What follows belongs to an exercise in optimizing a design on an open flow for small area; a production flow would make more cautious choices.
Only simulation tests tie the RTL to the original design; equivalence was not proved.
Power and IR drop assume default switching activity.

[flow/design.v]
package bus_checker_pkg;
   localparam int ID_W = 8;
   typedef enum logic [1:0] {
      RES_PASS     = 2'd0,
      RES_NO_MATCH = 2'd1,
      RES_MISROUTE = 2'd2,
      RES_BAD_ID   = 2'd3
   } res_code_e;
endpackage
module bus_checker_sb #(
   parameter int DEPTH = 16,
   parameter int KW    = 10
) (
   input  logic [DEPTH-1:0][KW-1:0] key_i,
   input  logic [DEPTH-1:0]         empty_i,
   input  logic [KW-1:0]            srch_key_i,
   input  logic                     srch_ok_i,   
   input  logic                     srch_i,
   input  logic                     dst_ok_i,
   output logic [DEPTH-1:0]         first_o,     
   output logic [DEPTH-1:0]         shift_o,     
   output logic                     found_o,
   output logic                     remove_o
);
   logic [DEPTH-1:0] match, match_pre, hole_pre;
   bus_checker_cmp #(
      .DEPTH (DEPTH),
      .KW    (KW)
   ) u_cmp (
      .key_i      (key_i),
      .empty_i    (empty_i),
      .srch_key_i (srch_key_i),
      .match_o    (match)
   );
   always_comb begin
      match_pre[0] = match[0];
      hole_pre[0]  = empty_i[0];
      first_o[0]   = match[0];
      for (int i = 1; i < DEPTH; i++) begin
         match_pre[i] = match_pre[i-1] | match[i];
         hole_pre[i]  = hole_pre[i-1] | empty_i[i];
         first_o[i]   = match[i] & !match_pre[i-1];
      end
   end
   assign found_o  = srch_ok_i && match_pre[DEPTH-1];
   assign remove_o = srch_i && found_o && dst_ok_i;
   assign shift_o  = hole_pre;
endmodule
module bus_checker_rd #(
   parameter int DEPTH = 16,
   parameter int W     = 18
) (
   input  logic [DEPTH-1:0]        sel_i,
   input  logic [DEPTH-1:0][W-1:0] data_i,
   output logic [W-1:0]            data_o
);
   always_comb begin
      data_o = '0;
      for (int i = 0; i < DEPTH; i++)
         data_o = data_o | (data_i[i] & {W{sel_i[i]}});
   end
endmodule
module bus_checker_cmp #(
   parameter int DEPTH = 16,
   parameter int KW    = 10
) (
   input  logic [DEPTH-1:0][KW-1:0] key_i,
   input  logic [DEPTH-1:0]         empty_i,
   input  logic [KW-1:0]            srch_key_i,
   output logic [DEPTH-1:0]         match_o
);
   always_comb
      for (int i = 0; i < DEPTH; i++)
         match_o[i] = !empty_i[i] && (key_i[i] == srch_key_i);
endmodule
module bus_checker
#(
   parameter int DRVRS   = 4,
   parameter int PCKG_SZ = 16,
   parameter int DEPTH   = 16,
   parameter int TS_W    = 16,
   localparam int SW = $clog2(DRVRS),
   localparam int IW = $clog2(DEPTH),
   localparam int CW = $clog2(DEPTH + 1)
) (
   input  logic               clk,
   input  logic               rst_n,
   input  logic               drv_valid,
   output logic               drv_ready,
   input  logic [SW-1:0]      drv_src,
   input  logic [PCKG_SZ-1:0] drv_data,
   input  logic               mon_valid,
   input  logic [SW-1:0]      mon_dst,
   input  logic [PCKG_SZ-1:0] mon_data,
   output logic               res_valid,
   output logic [1:0]         res_code,
   output logic [SW-1:0]      res_src,
   output logic [PCKG_SZ-1:0] res_data,
   output logic [TS_W-1:0]    res_latency,
   output logic [CW-1:0]      pending,
   output logic [15:0]        pass_cnt,
   output logic [15:0]        fail_cnt
);
   localparam int ID_W = bus_checker_pkg::ID_W;
   localparam int KW   = PCKG_SZ - ID_W + SW;
   logic [DEPTH-1:0][KW-1:0]   key_q;
   logic [DEPTH-1:0][SW-1:0]   src_q;
   logic [DEPTH-1:0][TS_W-1:0] ts_q;
   logic [DEPTH-1:0]           empty_q;        
   logic [CW-1:0]              count_q;
   logic [DEPTH-1:0] first, shift, gone;
   logic [DEPTH-1:0][SW+TS_W-1:0] rd_data;
   logic [SW-1:0]      hit_src;
   logic [TS_W-1:0]    hit_ts;
   logic               found, remove;
   logic [TS_W-1:0]    now_q;
   logic               accept, bad_id, push, dst_ok;
   logic               res_valid_q;
   logic [1:0]         res_code_q, res_code_d;
   logic [SW-1:0]      res_src_q;
   logic [PCKG_SZ-1:0] res_data_q;
   logic [TS_W-1:0]    res_ts_q;
   logic [15:0]        pass_q, fail_q, fail_d;
   logic               mon_fail;
   assign drv_ready = !count_q[CW-1];
   assign accept    = drv_valid && drv_ready;
   assign bad_id    = accept && (drv_data[PCKG_SZ-1 -: ID_W-SW] != '0);
   assign push      = accept && !bad_id;
   assign dst_ok    = mon_data[PCKG_SZ-ID_W +: SW] == mon_dst;
   bus_checker_sb #(
      .DEPTH (DEPTH),
      .KW    (KW)
   ) u_srch (
      .key_i      (key_q),
      .empty_i    (empty_q),
      .srch_key_i (mon_data[KW-1:0]),
      .srch_ok_i  (mon_data[PCKG_SZ-1 -: ID_W-SW] == '0),
      .srch_i     (mon_valid),
      .dst_ok_i   (dst_ok),
      .first_o    (first),
      .shift_o    (shift),
      .found_o    (found),
      .remove_o   (remove)
   );
   always_comb
      for (int i = 0; i < DEPTH; i++)
         rd_data[i] = {src_q[i], ts_q[i]};
   bus_checker_rd #(
      .DEPTH (DEPTH),
      .W     (SW + TS_W)
   ) u_rd (
      .sel_i  (first),
      .data_i (rd_data),
      .data_o ({hit_src, hit_ts})
   );
   logic [CW-1:0] count_d;
   logic [CW:0]   cnt_up, cnt_dn;
   assign cnt_up[0] = push && !remove;
   assign cnt_dn[0] = remove && !push;
   for (genvar i = 0; i < CW; i++) begin : g_cnt
      assign count_d[i]  = count_q[i] ^ (cnt_up[i] | cnt_dn[i]);
      assign cnt_up[i+1] = cnt_up[i] & count_q[i];
      assign cnt_dn[i+1] = cnt_dn[i] & !count_q[i];
   end
   assign gone = empty_q | (first & {DEPTH{remove}});
   always_ff @(posedge clk or negedge rst_n) begin
      if (!rst_n) begin
         empty_q <= '1;
         count_q <= '0;
      end else begin
         for (int i = 0; i < DEPTH - 1; i++)
            empty_q[i] <= shift[i] ? gone[i+1] : remove && first[i];
         empty_q[DEPTH-1] <= shift[DEPTH-1] ? !push : remove && first[DEPTH-1];
         count_q <= count_d;
      end
   end
   always_ff @(posedge clk) begin
      for (int i = 0; i < DEPTH - 1; i++)
         if (shift[i]) begin
            key_q[i] <= key_q[i+1];
            src_q[i] <= src_q[i+1];
            ts_q[i]  <= ts_q[i+1];
         end
      if (shift[DEPTH-1]) begin
         key_q[DEPTH-1] <= drv_data[KW-1:0];
         src_q[DEPTH-1] <= drv_src;
         ts_q[DEPTH-1]  <= now_q;
      end
   end
   always_comb begin
      if (!mon_valid)  res_code_d = bus_checker_pkg::RES_BAD_ID;
      else if (remove) res_code_d = bus_checker_pkg::RES_PASS;
      else if (found)  res_code_d = bus_checker_pkg::RES_MISROUTE;
      else             res_code_d = bus_checker_pkg::RES_NO_MATCH;
   end
   assign mon_fail = mon_valid && !remove;
   logic [TS_W-1:0] now_d;
   logic [TS_W:0]   now_c;
   logic [15:0]     pass_d, fail_s;
   logic [16:0]     pass_c, fail_c;
   logic            pass_inc;
   assign now_c[0] = 1'b1;
   for (genvar i = 0; i < TS_W; i++) begin : g_now
      assign now_d[i]   = now_q[i] ^ now_c[i];
      assign now_c[i+1] = now_q[i] & now_c[i];
   end
   assign pass_inc  = remove && !(&pass_q);
   assign pass_c[0] = pass_inc;
   for (genvar i = 0; i < 16; i++) begin : g_pass
      assign pass_d[i]   = pass_q[i] ^ pass_c[i];
      assign pass_c[i+1] = pass_q[i] & pass_c[i];
   end
   logic fail_top, fail_a, fail_b;
   assign fail_top = &fail_q[15:1];                          
   assign fail_a   = mon_fail && !(fail_top && fail_q[0]);
   assign fail_b   = bad_id && !(fail_top && (fail_q[0] || mon_fail));
   assign fail_s[0]  = fail_q[0] ^ fail_a ^ fail_b;
   assign fail_c[0]  = 1'b0;
   assign fail_c[1]  = (fail_q[0] & fail_a) | (fail_q[0] & fail_b) | (fail_a & fail_b);
   for (genvar i = 1; i < 16; i++) begin : g_fail
      assign fail_s[i]   = fail_q[i] ^ fail_c[i];
      assign fail_c[i+1] = fail_q[i] & fail_c[i];
   end
   assign fail_d = fail_s;
   always_ff @(posedge clk or negedge rst_n) begin
      if (!rst_n) begin
         now_q       <= '0;
         res_valid_q <= 1'b0;
         pass_q      <= '0;
         fail_q      <= '0;
      end else begin
         now_q       <= now_d;
         res_valid_q <= mon_valid || bad_id;
         pass_q      <= pass_d;
         fail_q      <= fail_d;
      end
   end
   always_ff @(posedge clk) begin
      res_code_q <= res_code_d;
      res_src_q  <= remove ? hit_src : '0;
      res_ts_q   <= hit_ts;
      res_data_q <= mon_valid ? mon_data : drv_data;
   end
   logic [TS_W-1:0] lat_s;
   logic [TS_W:0]   lat_c;
   assign lat_c[0] = 1'b0;
   for (genvar i = 0; i < TS_W; i++) begin : g_lat
      assign lat_s[i]   = now_q[i] ^ !res_ts_q[i] ^ lat_c[i];
      assign lat_c[i+1] = (now_q[i] & !res_ts_q[i]) | (lat_c[i] & (now_q[i] ^ !res_ts_q[i]));
   end
   assign res_latency = res_code_q == bus_checker_pkg::RES_PASS ? lat_s : '0;
   assign pending     = count_q;
   assign res_valid   = res_valid_q;
   assign res_code    = res_code_q;
   assign res_src     = res_src_q;
   assign res_data    = res_data_q;
   assign pass_cnt    = pass_q;
   assign fail_cnt    = fail_q;
endmodule
[flow/flow/run.sh]
#!/bin/bash
# The standard layout (standard.sh, synthesis unchanged) with two changes:
# - every port still gets a buffer, but a plain buf_1 (the resizer upsizes it
#   where needed) instead of the larger default;
# - CTS builds its tree from clkbuf_4 only, with clusters of up to 10 sinks
#   within 40 um, and without dummy loads.
# Each tool's full output stays in orfs/logs; make's own output goes to
# standard_flow.log.
set -euo pipefail
bash standard.sh \
  "BUFFER_PORTS_ARGS=-buffer_cell sky130_fd_sc_hd__buf_1" \
  "CTS_ARGS=-sink_clustering_enable -repair_clock_nets -dont_use_dummy_load -buf_list sky130_fd_sc_hd__clkbuf_4 -sink_clustering_size 10 -sink_clustering_max_diameter 40" \
  finish > standard_flow.log 2>&1
[flow/standard.sh]
#!/bin/bash
# synth_recipe.tcl (not shown) runs the flow's synth.tcl, then flattens the netlist and writes it again
# the make line also repeats each setting of config.mk as NAME=value (left out here)
make -C /OpenROAD-flow-scripts/flow DESIGN_CONFIG=/design/flow/config.mk WORK_HOME=/design/flow/orfs CLKGATE_MAP_FILE= SYNTH_SCRIPT=/design/flow/synth_recipe.tcl "${@:-finish}"
[flow/config.mk]
export PLATFORM = sky130hd
export DESIGN_NAME = bus_checker
export DESIGN_NICKNAME = bus_checker
export VERILOG_FILES = /design/flow/design.v
export SDC_FILE = /design/flow/constraint.sdc
export NUM_CORES = 4
export LEC_CHECK = 0
export CAP_MARGIN = 20
export CELL_PAD_IN_SITES_DETAIL_PLACEMENT = 0
export CELL_PAD_IN_SITES_GLOBAL_PLACEMENT = 0
export CORE_MARGIN = 2
export CORE_UTILIZATION = 40
export PLACE_DENSITY = 0.9
export SLEW_MARGIN = 20
export SYNTH_HIERARCHICAL = 1
[flow/constraint.sdc]
create_clock -name core_clock -period 10.0 [get_ports {clk}]
set_input_delay 2.0000 -clock core_clock [delete_from_list [all_inputs] [get_ports {clk}]]
set_output_delay 2.0000 -clock core_clock [all_outputs]
set_load 0.01 [all_outputs]
==> qor.yml, run 1 <==
status:
  outcome: "no timing/DRC/antenna violations"
synthesis:
  synth-seq-area-share: 0.7305
  synth_cell_type_count: 55
  synth_area_per_cell_um2: 17.37
  syn-num-nets: 1358
  yosys_warnings: 10
  synthArstFlopShare: 0.1264
  synth_flop_cell: "edfxtp_1"
  ys_ff_latch: 554
  syn_inst: 1257
  synth-edff-count: 448
  syn_area_um2: 21830
floorplanning:
  boundaryPins: 115
  core_area_um2: 53920
  die_w_um: 237.6
  num_rows: 85
  die-area_um2: 56460
  die_h_um: 237.6
  start_util: 0.4048
sta:
  final.setup.tns_ps: 0
  tightest_slew_ps: 1094
  rsz0062_at_grt: "no"
  max_freq_ghz: 0.1040
  worst_clock_skew_ps: 133.7
  setup_viol: 0
  timing_max_transition_violations_final: 0
  holdWs_ps: 401.0
  timing.final.crit_share: 0.9613
  maxSlewHeadroom: 0.2704
  hold_viol_final: 0
  finalCriticalPeriod_ps: 9613
route:
  avgRoutedWirePerCell_um: 23.13
  vias_per_cell: 5.764
  first_pass_iters: 5
  drc: 0
  antenna_left: 0
  drt_iter0_drc: 1306
  drt_wl_total_um: 48960
  num_vias: 12200
critical_path:
  r2r_slack_ps: 3890
  cp_common_cell: "fa_1"
  crit_required_ps: 8000
  rr_startpoint: "key_q[1]"
  worstPathArrival_ps: 7610
  slowest_delay_ps: 460
  r2r_end: "fail_q[15]"
  end_kind: "output pin"
  path_cells: "inv_1 -> ha_1 -> fa_1 -> fa_1 -> fa_1 -> fa_1 -> fa_1 -> fa_1 -> fa_1 -> fa_1 -> fa_1 -> fa_1 -> fa_1 -> fa_1 -> inv_1 -> fa_1 -> inv_1 -> fa_1 -> xnor2_1 -> xnor2_1 -> nor3_1 -> buf_1"
  cp_slowest_cell: "fa_1"
  critPathLaunchType: "flop"
  critPathMaxFanout: 1
  crit_type: "flop to output pin"
  worstRegToRegCells: 27
placement:
  gp_congestion: 0.8319
  placed_area_um2: 23010
  dpl.hpwl_um: 31440
  portBuffers: 114
power:
  p_total_w: 0.003731
  ir_drop_v: 0.0001422
  p_leak_nw: 8.886
  p_per_area_nw_per_um2: 158.4
global_route:
  grt_pass1_wl_um: 74240
  gr-usage-all-layers: 0.1724
  grt_pass1_vias: 12950
  antenna_found_initial: 1
  grt_max_degree: 71
  gr-total-overflow: 0
clock_tree:
  cts_buffers: 70
  ctsHoldBuffers: 0
  clock-sinks: 554
  insertion_delay_ps: 770
  path_clk_slew_ps: 100
  clk_path_buf_depth: 3
  cts_setup_buffers: 0
  h-tree-depth: 3
  ctsResizeCount: 0
  cts_tree: "done"
  cts_root_buffer: "clkbuf_4"
cells_and_area:
  final_area_um2: 23560
  area_growth_pct: 7.916
  final_layout_size_suffix_gt1_frac: 0.1240
  nets: 1522
  post-route-util: 0.4369
worst_hold_path:
  hold_path_end: "ts_q[227]"
  holdPathStages: 0
  min-delay-start: "ts_q[243]"
  worstHoldPathType: "flop to flop"
flow_run:
  maxCapViolations: 0
==> metal layers <==
metal / vias to the layer above / part of all wire / track usage
met2: 854 / 0.49 / 0.2935
met1: 6043 / 0.36 / 0.2127
met4: 0 / 0.026 / 0.05851
met3: 116 / 0.12 / 0.04622
li1: 5189 / - / -
met5: - / 0 / 0
==> through the flow <==
| stage | worst slack [ps] | cells |
|---|---|---|
| floorplan | 1756 | 1257 |
| finish | 386.5 | 2117 |
| global placement | 1175 | 2044 |
| CTS | 293.3 | 2114 |
| global route | 16.11 | 2116 |
| detailed placement | 1083 | 2044 |
==> worst max path at each step <==
stage               depth (start not counted)         endpoint   startpoint  slack, ps
finish                                     22  res_latency[15]  res_ts_q[0]        390
global route                               21  res_latency[15]     now_q[0]         20
CTS                                        17  res_latency[13]     now_q[0]        290
detailed placement                         17  res_latency[13]     now_q[0]       1080
global placement                           21  res_latency[15]     now_q[0]       1180
floorplan                                  20  res_latency[15]     now_q[0]       1760
==> synthesized netlist by cell type, types with 16 or more instances <==
library cell    n  share of area
a221oi_1       71          0.028
a22o_1         72          0.029
and2_1         18         0.0052
buf_2          25         0.0057
buf_6          18         0.0093
dfrtp_1        54          0.062
dfstp_2        16          0.019
dfxtp_1        36          0.033
edfxtp_1      448           0.62
ha_1           46          0.026
inv_1          26         0.0045
mux2_2         16         0.0083
mux2i_1        17         0.0078
nand2_1        20         0.0034
nand3_1        19         0.0044
nand4_1        42          0.012
o21ai_0        17         0.0039
xnor2_1       118          0.047
xor2_1         54          0.022
==> worst max-delay path: cells and delay by family (launching register included) <==
family / cells / cell delay, ps
simple gates: 1 / 140
buf+inv: 4 / 360
fa+ha+maj: 15 / 5720
flops: 1 / 340
xor+xnor: 2 / 280
==> state kept, by name, indices dropped and copies added (netlist names), 5 cells and up <==
register and cells:
src_q 32, now_q 16, pass_q 16, empty_q 16
count_q 5, res_data_q 16, ts_q 256, res_ts_q 16
key_q 160, fail_q 16
==> final cells by class <==
type / count / area [um2]
multi-input combinational: 620 / 5410
inverter: 26 / 97.59
tap: 696 / 870.8
timing repair buffer: 149 / 701.9
fill: 4441 / 30360
sequential: 554 / 15950
antenna: 2 / 5.005
clock buffer: 70 / 525.5
==> where the power goes <==
part	leakage, nW	switching [W]	internal, W
Combinational	2.40	0.0000810	0.0000633
Sequential	6.16	0.0000417	0.00253
Clock	0.322	0.000692	0.000323
==> layout by cell type (no fill, tap or decap), types with 18 or more instances in the layout <==
cell type,instances
buf_4,35
ha_1,46
clkbuf_4,70
a22o_1,72
and2_1,18
nand2_1,20
dfrtp_1,54
buf_1,113
a221oi_1,71
inv_1,26
edfxtp_1,448
nand3_1,19
nand4_1,42
dfxtp_1,36
xnor2_1,118
xor2_1,54
==> cells by family (layout without fill, tap and decap cells) <==
kind of cell / after synthesis / in the layout / share of synthesized area
compound gates: 167 / 167 / 0.06374
xor+xnor: 172 / 172 / 0.06901
fa+ha+maj: 61 / 61 / 0.04012
buf+inv: 83 / 245 / 0.02396
flops: 554 / 554 / 0.7305
mux: 34 / 34 / 0.01668
other cells: 0 / 2 / 0
simple gates: 186 / 186 / 0.05600
==> run 2, diff against run 1 <==
--- a/flow/flow/run.sh
+++ b/flow/flow/run.sh
@@ -9,5 +9,5 @@
 set -euo pipefail
 bash standard.sh \
   "BUFFER_PORTS_ARGS=-buffer_cell sky130_fd_sc_hd__buf_1" \
-  "CTS_ARGS=-sink_clustering_enable -repair_clock_nets -dont_use_dummy_load -buf_list sky130_fd_sc_hd__clkbuf_4 -sink_clustering_size 10 -sink_clustering_max_diameter 40" \
+  "CTS_ARGS=-sink_clustering_enable -repair_clock_nets -dont_use_dummy_load -buf_list sky130_fd_sc_hd__clkbuf_16 -sink_clustering_size 36 -sink_clustering_max_diameter 40" \
   finish > standard_flow.log 2>&1
--- a/flow/config.mk
+++ b/flow/config.mk
@@ -6,8 +6,6 @@
 export NUM_CORES = 4
 export LEC_CHECK = 0
 export CAP_MARGIN = 20
-export CELL_PAD_IN_SITES_DETAIL_PLACEMENT = 0
-export CELL_PAD_IN_SITES_GLOBAL_PLACEMENT = 0
 export CORE_MARGIN = 2
 export CORE_UTILIZATION = 40
 export PLACE_DENSITY = 0.9
==> run 2 against run 1 <==
Effect of this change: register-to-register slack worse by 20 ps; clock skew decreased by 71 ps; highest routed layer unchanged; non-clock buffer count unchanged; sequential power hardly changed; critical path type unchanged; sequential share of layout area is 2.2 points lower; sequential cell count stayed put; core utilization increased by 1.5 points.
==> qor.yml, run 2 <==
placement:
  gp_congestion: 0.8319
  place_ws_ps: 1083
  portBuffers: 114
  dpl.hpwl_um: 31440
  placed_area_um2: 23010
synthesis:
  synth-edff-count: 448
  synth_top_family_by_area: "XOR/XNOR gates"
  yosys_warnings: 10
  syn_area_um2: 21830
  synth-seq-area-share: 0.7305
  synth.most_common_cell: "edfxtp_1"
  synth_cell_type_count: 55
  synth_flop_cell: "edfxtp_1"
  synth_xor_area_frac: 0.06901
  syn_inst: 1257
  synth-simple-area-share: 0.05600
  synth_mux_area_frac: 0.01668
  synth_compound_area_frac: 0.06374
  synth_common_cells: "448 x edfxtp_1, 118 x xnor2_1, 72 x a22o_1"
  synth_area_leaders: "edfxtp_1 62%, dfrtp_1 6.2%, xnor2_1 4.7%"
  synthArstFlopShare: 0.1264
  synth_area_leader_cell: "edfxtp_1"
  syn-num-nets: 1358
  ys_ff_latch: 554
  synth_area_per_cell_um2: 17.37
  yosysTopAreaCellShare: 0.6163
  synth_fa_ha_area_frac: 0.04012
power:
  p_leak_nw: 9.216
  p_per_area_nw_per_um2: 181.2
  ir_drop_v: 0.0001778
worst_hold_path:
  worstHoldPathType: "flop to flop"
  holdPathStages: 0
  hold_path_end: "ts_q[34]"
  min-delay-start: "ts_q[50]"
critical_path:
  end_kind: "output pin"
  crit_type: "flop to output pin"
  critPathLaunchType: "flop"
  crit_required_ps: 8000
  worstRegToRegCells: 27
  worstPathArrival_ps: 7480
  r2r_slack_ps: 3870
  rr_startpoint: "key_q[1]"
  r2r_end: "fail_q[15]"
  critPathMaxFanout: 4
status:
  outcome: "no timing/DRC/antenna violations"
clock_tree:
  cts_setup_buffers: 0
  clock-sinks: 554
  ctsResizeCount: 0
  clk_path_buf_depth: 3
  path_clk_slew_ps: 90
  cts_tree: "done"
  insertion_delay_ps: 600
  h-tree-depth: 2
  cts_buffers: 53
  ctsHoldBuffers: 0
  cts_root_buffer: "clkbuf_16"
cells_and_area:
  regMostFlops: "ts_q"
  final_layout_size_suffix_gt1_frac: 0.1134
  final_area_um2: 24350
  final_cell_mix: "448 x edfxtp_1, 118 x xnor2_1, 113 x buf_1"
  regArea_um2: 15950
  fillers: 4324
  final_common_cell: "edfxtp_1"
  nets: 1505
  multiInputGateArea_um2: 5410
  reg_top3: "ts_q: 256 flops, key_q: 160 flops, src_q: 32 flops"
  largest_reg_flops: 256
  area_growth_pct: 11.56
sta:
  hold_viol_final: 0
  tightest_slew_ps: 1136
  worst_clock_skew_ps: 62.68
  final.setup.worst_slack_ps: 523.7
  timing_max_transition_violations_final: 0
  finalCriticalPeriod_ps: 9476
  final.setup.tns_ps: 0
  setup_viol: 0
  maxSlewHeadroom: 0.2423
  rsz0062_at_grt: "no"
  max_freq_ghz: 0.1055
  timing.final.crit_share: 0.9476
route:
  drc: 0
  drt_wl_total_um: 50030
  avgRoutedWirePerCell_um: 23.84
  first_pass_iters: 5
  antenna_left: 0
  vias_per_cell: 5.822
  num_vias: 12220
  drt_iter0_drc: 1363
floorplanning:
  start_util: 0.4048
  num_rows: 85
  boundaryPins: 115
  die_h_um: 237.6
  die-area_um2: 56460
  core_area_um2: 53920
  die_w_um: 237.6
global_route:
  grt_max_degree: 71
  grt_pass1_vias: 12950
  gr-total-overflow: 0
  antenna_found_initial: 0
  gr-usage-all-layers: 0.1752
  grt_pass1_wl_um: 75490
flow_run:
  maxCapViolations: 0
==> run 2: changes by cell type in the layout (fill, tap and decap cells not counted), sizes merged <==
cell / before / now
clkbuf: 70 / 53
diode: 2 / 1
==> run 2: routing by layer <==
metal / global-route usage / vias to the layer above / part of all wire / wire length (um)
met5: 0 / - / 0 / 0
met4: 0.05603 / 0 / 0.029 / 1443
met3: 0.04994 / 143 / 0.12 / 6007
met2: 0.3015 / 834 / 0.49 / 24580
met1: 0.2130 / 6107 / 0.36 / 18000
li1: - / 5137 / - / -
==> run 2: cells by family after synthesis <==
group | count (synthesis)
flops | 554
fa+ha+maj | 61
compound gates | 167
buf+inv | 83
xor+xnor | 172
mux | 34
simple gates | 186
==> run 2: per-stage QoR <==
step,power (W),std cells,hold WS (ps),utilization
after floorplan,0.002707,1257,426.7,-
after global placement,0.002754,2044,427.4,0.4267
after detailed placement,0.002768,2044,434.9,0.4267
after CTS,0.004427,2097,425.3,0.4513
after global routing,0.004528,2098,436.1,0.4516
final,0.004413,2099,423.0,0.4516
==> run 2: worst max path at each step <==
stage	cells past startpoint	to	startpoint	slack, ps
2_1_floorplan	20	res_latency[15]	now_q[0]	1760
3_3_place_gp	21	res_latency[15]	now_q[0]	1180
3_5_place_dp	17	res_latency[13]	now_q[0]	1080
4_1_cts	17	res_latency[13]	now_q[0]	440
5_1_grt	21	res_latency[15]	now_q[0]	170
6_report	21	res_latency[15]	now_q[0]	520
==> run 2: area by class of cell <==
type / instances / area share
Clock buffer: 53 / 0.05446
Multi-Input combinational cell: 620 / 0.2222
Timing Repair Buffer: 149 / 0.02867
Inverter: 26 / 0.004008
Sequential cell: 554 / 0.6548
Tap cell: 696 / 0.03576
Antenna cell: 1 / 0.0001028
==> run 2: worst max-delay path: stages (launching register included) <==
cell	delay, ps
dfrtp_1	400
ha_1	200
fa_1	390
fa_1	410
fa_1	420
fa_1	460
fa_1	450
fa_1	410
fa_1	430
fa_1	430
fa_1	420
fa_1	430
fa_1	390
fa_1	360
inv_1	80
fa_1	180
inv_1	50
fa_1	380
xnor2_1	150
xnor2_1	130
nor3_1	140
buf_1	190
==> run 2: power breakdown <==
part | leakage [nW] | switching (W) | total, W | internal [W]
logic | 2.40 | 0.0000815 | 0.000145 | 0.0000633
clock network | 0.653 | 0.000767 | 0.00169 | 0.000924
registers | 6.16 | 0.0000423 | 0.00258 | 0.00253
total | 9.22 | 0.000891 | 0.00441 | 0.00352
==> run 3, diff against run 2 <==
--- a/flow/flow/run.sh
+++ b/flow/flow/run.sh
@@ -9,5 +9,5 @@
 set -euo pipefail
 bash standard.sh \
   "BUFFER_PORTS_ARGS=-buffer_cell sky130_fd_sc_hd__buf_1" \
-  "CTS_ARGS=-sink_clustering_enable -repair_clock_nets -dont_use_dummy_load -buf_list sky130_fd_sc_hd__clkbuf_16 -sink_clustering_size 36 -sink_clustering_max_diameter 40" \
+  "CTS_ARGS=-sink_clustering_enable -repair_clock_nets -dont_use_dummy_load -buf_list sky130_fd_sc_hd__clkbuf_8 -sink_clustering_size 20 -sink_clustering_max_diameter 40" \
   finish > standard_flow.log 2>&1
==> run 3 against run 2 <==
Effect of this change: final cell count about the same; worst hold slack got worse by 15 ps; first-iteration DRC count decreased by 3.8%; combinational power about the same; sequential power about the same; worst setup slack got worse by 24 ps; sequential share of layout area increased by 1.6 points; core utilization decreased by 1.1 points; register-to-register slack about the same; count of clock-buffer cells in the layout unchanged; final area decreased by 2.4%; critical endpoint unchanged; largest power group unchanged.
==> qor.yml, run 3 <==
worst_hold_path:
  min-delay-start: "ts_q[185]"
  worstHoldPathType: "flop to flop"
synthesis:
  synth_area_per_cell_um2: 17.37
  synthArstFlopShare: 0.1264
  synth.most_common_cell: "edfxtp_1"
  synth_cell_type_count: 55
  synth_area_leaders: "edfxtp_1 62%, dfrtp_1 6.2%, xnor2_1 4.7%"
  syn_area_um2: 21830
  synth_common_cells: "448 x edfxtp_1, 118 x xnor2_1, 72 x a22o_1"
  ys_ff_latch: 554
  synth_flop_cell: "edfxtp_1"
  synth-edff-count: 448
  yosys_warnings: 10
  synth_area_leader_cell: "edfxtp_1"
  syn_inst: 1257
  syn-num-nets: 1358
  synth-seq-area-share: 0.7305
  yosysTopAreaCellShare: 0.6163
floorplanning:
  die-area_um2: 56460
  die_h_um: 237.6
  die_w_um: 237.6
  boundaryPins: 115
  start_util: 0.4048
  num_rows: 85
  core_area_um2: 53920
cells_and_area:
  final_cell_mix: "448 x edfxtp_1, 118 x xnor2_1, 113 x buf_1"
  reg_top3: "ts_q: 256 flops, key_q: 160 flops, src_q: 32 flops"
  post-route-util: 0.4406
  final_area_um2: 23760
  final_common_cell: "edfxtp_1"
  num_antenna_cells: 0
  area_growth_pct: 8.827
  largest_reg_flops: 256
  final_layout_size_suffix_gt1_frac: 0.1134
  nets: 1505
  regMostFlops: "ts_q"
critical_path:
  rr_startpoint: "key_q[1]"
  crit_required_ps: 8000
  slowest_delay_ps: 460
  cp-startpoint: "now_q[0]"
  path_cells: "ha_1 -> fa_1 -> fa_1 -> fa_1 -> fa_1 -> fa_1 -> fa_1 -> fa_1 -> fa_1 -> fa_1 -> fa_1 -> fa_1 -> fa_1 -> inv_1 -> fa_1 -> inv_1 -> fa_1 -> xnor2_1 -> xnor2_1 -> nor3_1 -> buf_1"
  crit_type: "flop to output pin"
  end_kind: "output pin"
  critPathMaxFanout: 4
  worstPathArrival_ps: 7500
  critPathLaunchType: "flop"
  cp_common_cell: "fa_1"
  cp_slowest_cell: "fa_1"
global_route:
  antenna_found_initial: 0
  grt_pass1_vias: 12770
  grt_pass1_wl_um: 74200
  gr-usage-all-layers: 0.1720
  gr-total-overflow: 0
  grt_max_degree: 71
sta:
  hold_viol_final: 0
  maxSlewHeadroom: 0.2243
  timing.final.crit_share: 0.9501
  max_freq_ghz: 0.1053
  worst_clock_skew_ps: 97.68
  setup_viol: 0
  tightest_slew_ps: 1164
  final.setup.tns_ps: 0
  timing_max_transition_violations_final: 0
  finalCriticalPeriod_ps: 9501
  rsz0062_at_grt: "no"
route:
  antenna_left: 0
  first_pass_iters: 5
  drt_iter0_drc: 1311
  drc: 0
  drt_wl_total_um: 48980
  vias_per_cell: 5.765
  avgRoutedWirePerCell_um: 23.34
  num_vias: 12100
power:
  switchingPower_w: 0.0008133
  p_comb_frac: 0.037
  clockPowerShare: 0.299
  switching_share: 0.2097
  p_per_area_nw_per_um2: 163.2
  power.internal_w: 0.003065
  p_leak_nw: 8.945
  ir_drop_v: 0.0001503
  seqPwrFrac: 0.663
clock_tree:
  ctsResizeCount: 0
  cts_buffers: 53
  cts_tree: "done"
  cts_root_buffer: "clkbuf_8"
  clock-sinks: 554
  insertion_delay_ps: 670
  path_clk_slew_ps: 110
  h-tree-depth: 2
  ctsHoldBuffers: 0
  clk_path_buf_depth: 3
  cts_setup_buffers: 0
placement:
  portBuffers: 114
  gp_congestion: 0.8319
  placed_area_um2: 23010
  dpl.hpwl_um: 31440
flow_run:
  maxCapViolations: 0
status:
  outcome: "no timing/DRC/antenna violations"
==> run 3: cell counts after synthesis <==
No cell type changed its count.
==> run 3: kinds of logic (layout without fill, tap and decap cells) <==
kind of cell | after synthesis | after routing | share of synthesized area
buffers and inverters | 83 | 228 | 0.02396
AOI/OAI and AO/OA | 167 | 167 | 0.06374
adders and majority gates | 61 | 61 | 0.04012
muxes | 34 | 34 | 0.01668
DFF | 554 | 554 | 0.7305
and+or+nand+nor | 186 | 186 | 0.05600
xor gates and xnor gates | 172 | 172 | 0.06901
==> run 3: power by group through the flow <==
| stage | Sequential, W | Clock [W] | Combinational (W) |
|---|---|---|---|
| global placement | 0.00262 | 0 | 0.000138 |
| floorplan | 0.00262 | 0 | 0.0000864 |
| finish | 0.00257 | 0.00116 | 0.000144 |
| detailed placement | 0.00262 | 0 | 0.000146 |
| CTS | 0.00257 | 0.00118 | 0.000147 |
| global route | 0.00258 | 0.00126 | 0.000160 |
==> run 3: metal layers <==
layer  routed length (um)  vias up  track usage
li1                     -     5129            -
met1                18040     6060       0.2114
met2                23990      792       0.2949
met3                 5760      114      0.04854
met4                 1190        0      0.05222
met5                    0        -            0
==> run 3: final timing paths <==
path / slack [ps] / end / cells after the start
max: 500 / res_latency[15] / 21
min: 410 / ts_q[169] / 0
max reg2reg: 3880 / fail_q[15] / 27
min reg2reg: 410 / ts_q[169] / 0
max in group asynchronous: 7780 / pass_q[15] / 1
min in group asynchronous: 1530 / now_q[11] / 1
==> run 3: area by class of cell <==
cell class / instances / area, um2
Multi-Input combinational cell: 620 / 5410
Clock buffer: 53 / 729.5
Timing Repair Buffer: 149 / 701.9
Fill cell: 4400 / 30170
Inverter: 26 / 97.59
Sequential cell: 554 / 15950
Tap cell: 696 / 870.8
==> run 3: through the flow <==
stage               cells  total power [W]  hold WS (ps)  setup slack [ps]
floorplan            1257         0.002707         426.7              1756
global placement     2044         0.002754         427.4              1175
detailed placement   2044         0.002768         434.9              1083
CTS                  2097         0.003897         404.0             404.6
global route         2098         0.003997         398.4             126.4
finish               2098         0.003878         408.5             499.4
==> run 3: critical path: cells and delay by family (launching register included) <==
kind          cells  cell delay, ps
xor+xnor          2             280
simple gates      1             140
buf+inv           3             320
fa+ha+maj        15            5720
flops             1             410

what the ideal ports hide:
The flow's constraints put no driver on any port. The routed layouts listed below were extracted and timed again, unchanged, in two steps. Step 1, drivers: a clkbuf_16 drives clk and a buf_2 each remaining input, both assumed. Step 2 times the ports against the registers' clock, not the clock port: input delays grow and output delays shrink by t, the midpoint of the rising clock arrivals with the driver on. Slacks: no drivers / after step 1 / after step 2; pairs: no drivers / after step 1.
run	t, ns	setup slack, ns	worst data-port slew with drivers (ns)	cell pins on the clock port's net
run 1	0.752	0.387 / 0.339 / 1.091	0.05	1
run 2	0.619	0.524 / 0.476 / 1.096	0.05	1
run 3	0.676	0.499 / 0.447 / 1.123	0.06	1
After both steps setup and hold are still met in every run listed.
